Context: an optimization exercise on an open-source flow, tuned for small area, a short achievable clock period and few clock cycles. The choices shown serve that exercise and are no tape-out recipe. In this exercise RTL edits were held to simulation tests only and were not proved equivalent to the original. Power figures rest on the tool's default switching activity, not on a simulated workload.

// pagerank_top
module pagerank_top (
	input wire clk,
	input wire rst,
	output logic [63:0] m_araddr,
	output logic [2:0] m_arprot,
	output logic m_arvalid,
	input wire m_arready,
	input wire [63:0] m_rdata,
	input wire [1:0] m_rresp,
	input wire m_rvalid,
	output logic m_rready,
	output logic [63:0] m_awaddr,
	output logic [2:0] m_awprot,
	output logic m_awvalid,
	input wire m_awready,
	output logic [63:0] m_wdata,
	output logic [7:0] m_wstrb,
	output logic m_wvalid,
	input wire m_wready,
	input wire [1:0] m_bresp,
	input wire m_bvalid,
	output logic m_bready,
	input wire softreg_req_valid,
	input wire softreg_req_is_write,
	input wire [31:0] softreg_req_addr,
	input wire [63:0] softreg_req_data,
	output logic softreg_resp_valid,
	output logic [63:0] softreg_resp_data
);
Size in the first run: ~7000 cells after synthesis, ~450 I/O pins, ~74000 µm² of cells after synthesis.
clock: 7.0 ns
lec_check: 0
cap_margin: 20
core_margin: 2
core_utilization: 40
place_density: 0.6
setup_slack_margin: 2.5
slew_margin: 20
run.sh (not shown) runs the stock make flow with config.mk's settings and CLKGATE_MAP_FILE= SYNTH_SCRIPT=/design/flow/synth_recipe.tcl, a recipe that flattens the netlist after the stock synthesis.
Testbench counts at the start, summed over its fixed seeds: cycles 20,379.
Then changed:
--- a/flow/design.v
+++ b/flow/design.v
@@ -300,14 +300,22 @@
 	logic [31:0] done_rounds;
 	logic [31:0] done_rounds_inc;
 	logic reg_wr;
 	logic start_wr;
 	assign reg_wr = softreg_req_valid && softreg_req_is_write;
 	assign start_wr = reg_wr && (softreg_req_addr == 32'h38);
 	assign done_rounds_inc = done_rounds + 1'b1;
+	logic [63:0] rounds_diff;
+	logic next_last;
+	pr_add64 u_rounds_diff (
+		.a({32'd0, total_rounds}),
+		.b({32'hffffffff, ~done_rounds}),
+		.s(rounds_diff)
+	);
+	assign next_last = rounds_diff[63] || (rounds_diff[62:1] == '0);
 	always_ff @(posedge clk) begin
 		if (reg_wr) begin
 			case (softreg_req_addr)
 				32'h00: rnd_n_vertices <= softreg_req_data[31:0];
 				32'h08: rnd_n_edges <= softreg_req_data[31:0];
 				32'h10: rnd_vert_base <= softreg_req_data;
 				32'h18: rnd_edge_base <= softreg_req_data;
@@ -330,15 +338,15 @@
 		end else begin
 			rnd_start <= 1'b0;
 			case (state)
 				INIT, RUN: begin
 					if (rnd_round_done) begin
 						done_rounds <= done_rounds_inc;
 						state <= rnd_last ? DONE : RUN;
-						rnd_last <= (done_rounds + 32'd2 >= total_rounds);
+						rnd_last <= next_last;
 					end
 				end
 				default: begin
 					if (start_wr) begin
 						state <= INIT;
 						rnd_start <= 1'b1;
 						done_rounds <= '0;
@@ -532,36 +540,33 @@
 			edge_used <= '0;
 		end else begin
 			vert_used <= vert_used + (VQ+1)'(issue_vert) - (VQ+1)'(vert_valid && vert_ready);
 			edge_used <= edge_used + (EQ+1)'(issue_edge) - (EQ+1)'(issue_score);
 		end
 	end
 	assign credit_sum = edge_credit + deg_new;
-	logic skid_valid;
-	logic [63:0] skid_data;
 	logic head_score;
+	logic sq_empty;
+	logic [1:0] sq_count;
 	assign head_score = m_rvalid && !tag_empty && (tag_head == TAG_SCORE);
-	assign m_rready = tag_empty || (tag_head != TAG_SCORE) || !skid_valid;
+	assign m_rready = tag_empty || (tag_head != TAG_SCORE) || !sq_count[1];
 	assign rd_take = m_rvalid && m_rready;
 	assign vert_push = rd_take && (tag_head == TAG_VERT);
 	assign edge_push = rd_take && (tag_head == TAG_EDGE);
-	assign score_valid = skid_valid || head_score;
-	assign score_data = skid_valid ? skid_data : m_rdata;
-	always_ff @(posedge clk) begin
-		if (rst)
-			skid_valid <= 1'b0;
-		else if (skid_valid)
-			skid_valid <= !score_ready;
-		else
-			skid_valid <= head_score && !score_ready;
-	end
-	always_ff @(posedge clk) begin
-		if (!skid_valid)
-			skid_data <= m_rdata;
-	end
+	assign score_valid = !sq_empty;
+	pr_fifo #(.WIDTH(64), .LOG_DEPTH(1), .SHIFT(1)) u_score_fifo (
+		.clk(clk),
+		.rst(rst),
+		.push(head_score && !sq_count[1]),
+		.din(m_rdata),
+		.pop(score_valid && score_ready),
+		.dout(score_data),
+		.empty(sq_empty),
+		.count(sq_count)
+	);
 	logic [2:0] tag_in;
 	logic [2:0] tag_out;
 	assign tag_in = {issue_vert && first, issue_score ? TAG_SCORE : issue_edge ? TAG_EDGE : TAG_VERT};
 	assign tag_head = tag_out[1:0];
 	assign vert_push_first = tag_out[2];
 	pr_fifo #(.WIDTH(3), .LOG_DEPTH(TQ), .SHIFT(1)) u_tag_fifo (
 		.clk(clk),
@@ -767,18 +772,19 @@
 );
 	localparam int VW = 7;
 	logic [VW-1:0] idx;
 	logic idx_last;
 	logic ack_last;
 	logic ahead;
 	logic put;
+	logic wb_free;
 	assign m_awprot = 3'b000;
 	assign m_wstrb = 8'hff;
 	assign m_bready = 1'b1;
-	assign put = res_valid && !m_awvalid && !m_wvalid && !(ahead && idx_last);
+	assign put = res_valid && wb_free;
 	assign res_take = put;
 	assign rnd_round_done = m_bvalid && ack_last;
 	always_ff @(posedge clk) begin
 		if (rst) begin
 			m_awvalid <= 1'b0;
 			m_wvalid <= 1'b0;
 		end else begin
@@ -789,14 +795,23 @@
 			if (put) begin
 				m_awvalid <= 1'b1;
 				m_wvalid <= 1'b1;
 			end
 		end
 	end
 	always_ff @(posedge clk) begin
+		if (rst || rnd_start)
+			wb_free <= 1'b1;
+		else if (put)
+			wb_free <= 1'b0;
+		else
+			wb_free <= !(m_awvalid && !m_awready) && !(m_wvalid && !m_wready)
+				&& !(ahead && !rnd_round_done && idx_last);
+	end
+	always_ff @(posedge clk) begin
 		if (rst || rnd_start) begin
 			idx <= '0;
 			idx_last <= (rnd_n_vertices[VW-1:0] == VW'(1));
 			wr_acked <= '0;
 			ack_last <= (rnd_n_vertices[VW-1:0] == VW'(1));
 			ahead <= 1'b0;
 		end else begin
Hold slack improved by 0.0082 ns; die area grows by 5.9%; cell area rose by 5.2%; count of clock-buffer cells in the layout grows by 2; sequential share of layout area rises by 0.69 points; sequential power goes up by about 10%; clock power came out higher by 5.9%.
Testbench counts after the change, summed over its fixed seeds: cycles 20,343.

========
Another version of the RTL of pagerank_top (not shown whole).
For scale: roughly 7700 cells after synthesis, roughly 1500 flip-flops, about 450 I/O pins, ~79000 um2 of cells after synthesis.
Design pagerank_top, start of the top module:
module pagerank_top (
	input wire clk,
	input wire rst,
	output logic [63:0] m_araddr,
	output logic [2:0] m_arprot,
	output logic m_arvalid,
	input wire m_arready,
	input wire [63:0] m_rdata,
	input wire [1:0] m_rresp,
	input wire m_rvalid,
	output logic m_rready,
	output logic [63:0] m_awaddr,
	output logic [2:0] m_awprot,
	output logic m_awvalid,
	input wire m_awready,
	output logic [63:0] m_wdata,
	output logic [7:0] m_wstrb,
	output logic m_wvalid,
	input wire m_wready,
	input wire [1:0] m_bresp,
	input wire m_bvalid,
	output logic m_bready,
	input wire softreg_req_valid,
	input wire softreg_req_is_write,
	input wire [31:0] softreg_req_addr,
	input wire [63:0] softreg_req_data,
	output logic softreg_resp_valid,
	output logic [63:0] softreg_resp_data
);
Settings: LEC_CHECK=0, CAP_MARGIN=20, CORE_MARGIN=2, CORE_UTILIZATION=40, PLACE_DENSITY=0.6, SLEW_MARGIN=20; clock period 7.0 ns.
The first run ran to the end with no violations.
Testbench counts at the start, summed over its fixed seeds: cycles 22,100.
==> next run, changes <==
--- a/flow/design.v
+++ b/flow/design.v
@@ -451,27 +451,15 @@
 	assign can_vert = (vert_cnt != rnd_n_vertices[VW-1:0]) && !vert_used[VQ];
 	assign issue = slot_free && active && !tag_count[TQ]
 		&& (can_score || can_edge || can_vert);
 	assign issue_score = issue && can_score;
 	assign issue_edge = issue && !can_score && can_edge;
 	assign issue_vert = issue && !can_score && !can_edge;
-	pr_add64 u_add_vert (
-		.a(rnd_vert_base),
-		.b({54'd0, vert_cnt, 3'b000}),
-		.s(addr_vert)
-	);
-	pr_add64 u_add_edge (
-		.a(rnd_edge_base),
-		.b({51'd0, edge_cnt, 3'b000}),
-		.s(addr_edge)
-	);
-	pr_add64 u_add_score (
-		.a(ahead ? rnd_wr_base : rnd_rd_base),
-		.b({55'd0, edge_head, 3'b000}),
-		.s(addr_score)
-	);
+	assign addr_vert = rnd_vert_base + {54'd0, vert_cnt, 3'b000};
+	assign addr_edge = rnd_edge_base + {51'd0, edge_cnt, 3'b000};
+	assign addr_score = (ahead ? rnd_wr_base : rnd_rd_base) + {55'd0, edge_head, 3'b000};
 	always_ff @(posedge clk) begin
 		if (rst) begin
 			m_arvalid <= 1'b0;
 		end else if (slot_free) begin
 			m_arvalid <= issue;
 		end
@@ -638,17 +626,13 @@
 	assign term_first = load ? vert_first : cur_first;
 	assign term_more = load ? (vert_in_deg != '0) : (cur_valid && !deg_zero);
 	assign score_ready = term_more && !term_first;
 	assign add = term_more && (term_first ? !init_busy : score_valid);
 	assign deg_base = load ? vert_in_deg : deg_left;
 	assign term = term_first ? {47'd0, init_val} : score_data;
-	pr_add64 u_add (
-		.a(sum),
-		.b(cur_first ? {47'd0, init_val} : score_data),
-		.s(sum_add)
-	);
+	assign sum_add = sum + (cur_first ? {47'd0, init_val} : score_data);
 	always_ff @(posedge clk) begin
 		if (rst) begin
 			cur_valid <= 1'b0;
 			init_busy <= 1'b0;
 			init_pend <= 1'b0;
 		end else if (rnd_start) begin
@@ -703,36 +687,12 @@
 		.ready(div_ready),
 		.done(div_done),
 		.take(div_take),
 		.quotient(div_quot)
 	);
 endmodule
-module pr_add64 (
-	input wire [63:0] a,
-	input wire [63:0] b,
-	output logic [63:0] s
-);
-	logic [63:0] g [0:6];
-	logic [63:0] p [0:6];
-	always_comb begin
-		g[0] = a & b;
-		p[0] = a ^ b;
-		for (int k = 0; k < 6; k++) begin
-			for (int i = 0; i < 64; i++) begin
-				if (((i >> k) & 1) == 1) begin
-					g[k+1][i] = g[k][i] | (p[k][i] & g[k][((i >> k) << k) - 1]);
-					p[k+1][i] = p[k][i] & p[k][((i >> k) << k) - 1];
-				end else begin
-					g[k+1][i] = g[k][i];
-					p[k+1][i] = p[k][i];
-				end
-			end
-		end
-		s = p[0] ^ {g[6][62:0], 1'b0};
-	end
-endmodule
 `default_nettype wire
 `timescale 1ns/100ps
 `default_nettype none
 module pr_writeback (
 	input wire clk,
 	input wire rst,
@@ -807,21 +767,15 @@
 			if (put && idx_last)
 				ahead <= 1'b1;
 			else if (rnd_round_done)
 				ahead <= 1'b0;
 		end
 	end
-	logic [63:0] awaddr_next;
-	pr_add64 u_add_aw (
-		.a(ahead ? rnd_rd_base : rnd_wr_base),
-		.b({54'd0, idx, 3'b000}),
-		.s(awaddr_next)
-	);
 	always_ff @(posedge clk) begin
 		if (put) begin
-			m_awaddr <= awaddr_next;
+			m_awaddr <= (ahead ? rnd_rd_base : rnd_wr_base) + {54'd0, idx, 3'b000};
 			m_wdata <= res_data;
 		end
 	end
 endmodule
 `default_nettype wire
 `timescale 1ns/100ps
Outcome:
- routed wire length rose by about 0.4%
- synthesized cell count rose by 3.3%
- clock skew rose by 30 ps
- design area rose by about 2%
- non-clock buffer count rose by 16
- critical path depth rose by 5
Testbench counts after the change, summed over its fixed seeds: cycles 22,100.

========
RTL: one of the versions met above, not the one the previous note started from.
Size in the first run: about 7200 cells after synthesis, about 1500 flip-flops, roughly 450 I/O pins, ~79000 µm² of cells after synthesis.
Settings: LEC_CHECK=0, CAP_MARGIN=20, CORE_MARGIN=2, CORE_UTILIZATION=40, PLACE_DENSITY=0.6, SLEW_MARGIN=20; clock period 7.0 ns.
Testbench counts at the start, summed over its fixed seeds: cycles 20,343.
==> next run, changes <==
--- a/flow/design.v
+++ b/flow/design.v
@@ -297,28 +297,20 @@
 	localparam logic [2:0] DONE = 3'd4;
 	logic [2:0] state;
 	logic [31:0] total_rounds;
 	logic [31:0] done_rounds;
 	logic [31:0] done_rounds_inc;
 	logic reg_wr;
 	logic start_wr;
 	assign reg_wr = softreg_req_valid && softreg_req_is_write;
 	assign start_wr = reg_wr && (softreg_req_addr == 32'h38);
 	assign done_rounds_inc = done_rounds + 1'b1;
-	logic [63:0] rounds_diff;
-	logic next_last;
-	pr_add64 u_rounds_diff (
-		.a({32'd0, total_rounds}),
-		.b({32'hffffffff, ~done_rounds}),
-		.s(rounds_diff)
-	);
-	assign next_last = rounds_diff[63] || (rounds_diff[62:1] == '0);
 	always_ff @(posedge clk) begin
 		if (reg_wr) begin
 			case (softreg_req_addr)
 				32'h00: rnd_n_vertices <= softreg_req_data[31:0];
 				32'h08: rnd_n_edges <= softreg_req_data[31:0];
 				32'h10: rnd_vert_base <= softreg_req_data;
 				32'h18: rnd_edge_base <= softreg_req_data;
 				32'h20: rnd_rd_base <= softreg_req_data;
 				32'h28: rnd_wr_base <= softreg_req_data;
 				32'h30: total_rounds <= softreg_req_data[31:0];
@@ -335,21 +327,21 @@
 			state <= IDLE;
 			rnd_start <= 1'b0;
 			done_rounds <= '0;
 		end else begin
 			rnd_start <= 1'b0;
 			case (state)
 				INIT, RUN: begin
 					if (rnd_round_done) begin
 						done_rounds <= done_rounds_inc;
 						state <= rnd_last ? DONE : RUN;
-						rnd_last <= next_last;
+						rnd_last <= (done_rounds + 32'd2 >= total_rounds);
 					end
 				end
 				default: begin
 					if (start_wr) begin
 						state <= INIT;
 						rnd_start <= 1'b1;
 						done_rounds <= '0;
 						rnd_last <= (total_rounds <= 32'd1);
 					end
 				end
@@ -537,39 +529,42 @@
 	always_ff @(posedge clk) begin
 		if (rst) begin
 			vert_used <= '0;
 			edge_used <= '0;
 		end else begin
 			vert_used <= vert_used + (VQ+1)'(issue_vert) - (VQ+1)'(vert_valid && vert_ready);
 			edge_used <= edge_used + (EQ+1)'(issue_edge) - (EQ+1)'(issue_score);
 		end
 	end
 	assign credit_sum = edge_credit + deg_new;
+	logic skid_valid;
+	logic [63:0] skid_data;
 	logic head_score;
-	logic sq_empty;
-	logic [1:0] sq_count;
 	assign head_score = m_rvalid && !tag_empty && (tag_head == TAG_SCORE);
-	assign m_rready = tag_empty || (tag_head != TAG_SCORE) || !sq_count[1];
+	assign m_rready = tag_empty || (tag_head != TAG_SCORE) || !skid_valid;
 	assign rd_take = m_rvalid && m_rready;
 	assign vert_push = rd_take && (tag_head == TAG_VERT);
 	assign edge_push = rd_take && (tag_head == TAG_EDGE);
-	assign score_valid = !sq_empty;
-	pr_fifo #(.WIDTH(64), .LOG_DEPTH(1), .SHIFT(1)) u_score_fifo (
-		.clk(clk),
-		.rst(rst),
-		.push(head_score && !sq_count[1]),
-		.din(m_rdata),
-		.pop(score_valid && score_ready),
-		.dout(score_data),
-		.empty(sq_empty),
-		.count(sq_count)
-	);
+	assign score_valid = skid_valid || head_score;
+	assign score_data = skid_valid ? skid_data : m_rdata;
+	always_ff @(posedge clk) begin
+		if (rst)
+			skid_valid <= 1'b0;
+		else if (skid_valid)
+			skid_valid <= !score_ready;
+		else
+			skid_valid <= head_score && !score_ready;
+	end
+	always_ff @(posedge clk) begin
+		if (!skid_valid)
+			skid_data <= m_rdata;
+	end
 	logic [2:0] tag_in;
 	logic [2:0] tag_out;
 	assign tag_in = {issue_vert && first, issue_score ? TAG_SCORE : issue_edge ? TAG_EDGE : TAG_VERT};
 	assign tag_head = tag_out[1:0];
 	assign vert_push_first = tag_out[2];
 	pr_fifo #(.WIDTH(3), .LOG_DEPTH(TQ), .SHIFT(1)) u_tag_fifo (
 		.clk(clk),
 		.rst(rst),
 		.push(issue),
 		.din(tag_in),
@@ -769,52 +764,42 @@
 	input wire res_valid,
 	output logic res_take,
 	input wire [63:0] res_data
 );
 	localparam int VW = 7;
 	logic [VW-1:0] idx;
 	logic idx_last;
 	logic ack_last;
 	logic ahead;
 	logic put;
-	logic wb_free;
 	assign m_awprot = 3'b000;
 	assign m_wstrb = 8'hff;
 	assign m_bready = 1'b1;
-	assign put = res_valid && wb_free;
+	assign put = res_valid && !m_awvalid && !m_wvalid && !(ahead && idx_last);
 	assign res_take = put;
 	assign rnd_round_done = m_bvalid && ack_last;
 	always_ff @(posedge clk) begin
 		if (rst) begin
 			m_awvalid <= 1'b0;
 			m_wvalid <= 1'b0;
 		end else begin
 			if (m_awready)
 				m_awvalid <= 1'b0;
 			if (m_wready)
 				m_wvalid <= 1'b0;
 			if (put) begin
 				m_awvalid <= 1'b1;
 				m_wvalid <= 1'b1;
 			end
 		end
 	end
 	always_ff @(posedge clk) begin
-		if (rst || rnd_start)
-			wb_free <= 1'b1;
-		else if (put)
-			wb_free <= 1'b0;
-		else
-			wb_free <= !(m_awvalid && !m_awready) && !(m_wvalid && !m_wready)
-				&& !(ahead && !rnd_round_done && idx_last);
-	end
-	always_ff @(posedge clk) begin
 		if (rst || rnd_start) begin
 			idx <= '0;
 			idx_last <= (rnd_n_vertices[VW-1:0] == VW'(1));
 			wr_acked <= '0;
 			ack_last <= (rnd_n_vertices[VW-1:0] == VW'(1));
 			ahead <= 1'b0;
 		end else begin
 			if (put) begin
 				idx <= idx_last ? '0 : idx + 1'b1;
 				idx_last <= idx_last ? (rnd_n_vertices[VW-1:0] == VW'(1))
=> Sequential power shrinks by about 10%; via count went down by about 5.6%; setup slack is better by 0.24 ns; synthesized cell count went down by 2.5%; clock power is lower by 2.6%; die area fell by about 5.6%; fmax rose by 4.6%; clock skew increases by 0.023 ns; register-to-register slack gains 0.24 ns; final area fell by 5.2%; first-iteration DRC count drops by about 20%.
Testbench counts after the change, summed over its fixed seeds: cycles 20,379.

-- afterwards: timing with drivers on the ports --
In the flow no input, the clock included, has a driving cell. The finished layouts below were timed again as built, in two steps. Step 1 assumes that a clkbuf_16 drives the clock port and a buf_2 every other input. Step 2, shift: input delay + t, output delay - t, t = (earliest + latest rising clock arrival at the registers) / 2. This alone moves slack from input paths to output paths. a / b / c = no drivers / after step 1 / after step 2; a / b = the first two.
run	t (ns)	setup WS [ns]	worst setup path at the end	latest minus earliest clock arrival (ns)	cell pins on the clock port's net
the first run of note 1	0.894	2.542 / 2.540 / 1.646	input to register	0.037 / 0.038	1
the second run of note 1	0.905	2.462 / 2.462 / 1.825	input to register	0.043 / 0.043	1
the first run of note 2	0.906	1.523 / 1.523 / 0.907	input to register	0.038 / 0.038	1
the second run of note 2	0.901	1.709 / 1.709 / 0.903	input to register	0.067 / 0.067	1
the first run of note 3	0.893	1.485 / 1.485 / 1.485	register to register	0.047 / 0.047	1
the second run of note 3	0.906	1.726 / 1.698 / 0.792	input to register	0.068 / 0.067	1
After both steps setup and hold are still met in every run listed. For the second run of note 3, which loses most, drivers alone change the setup slack by -0.028 ns; drivers and shift together by -0.934 ns.
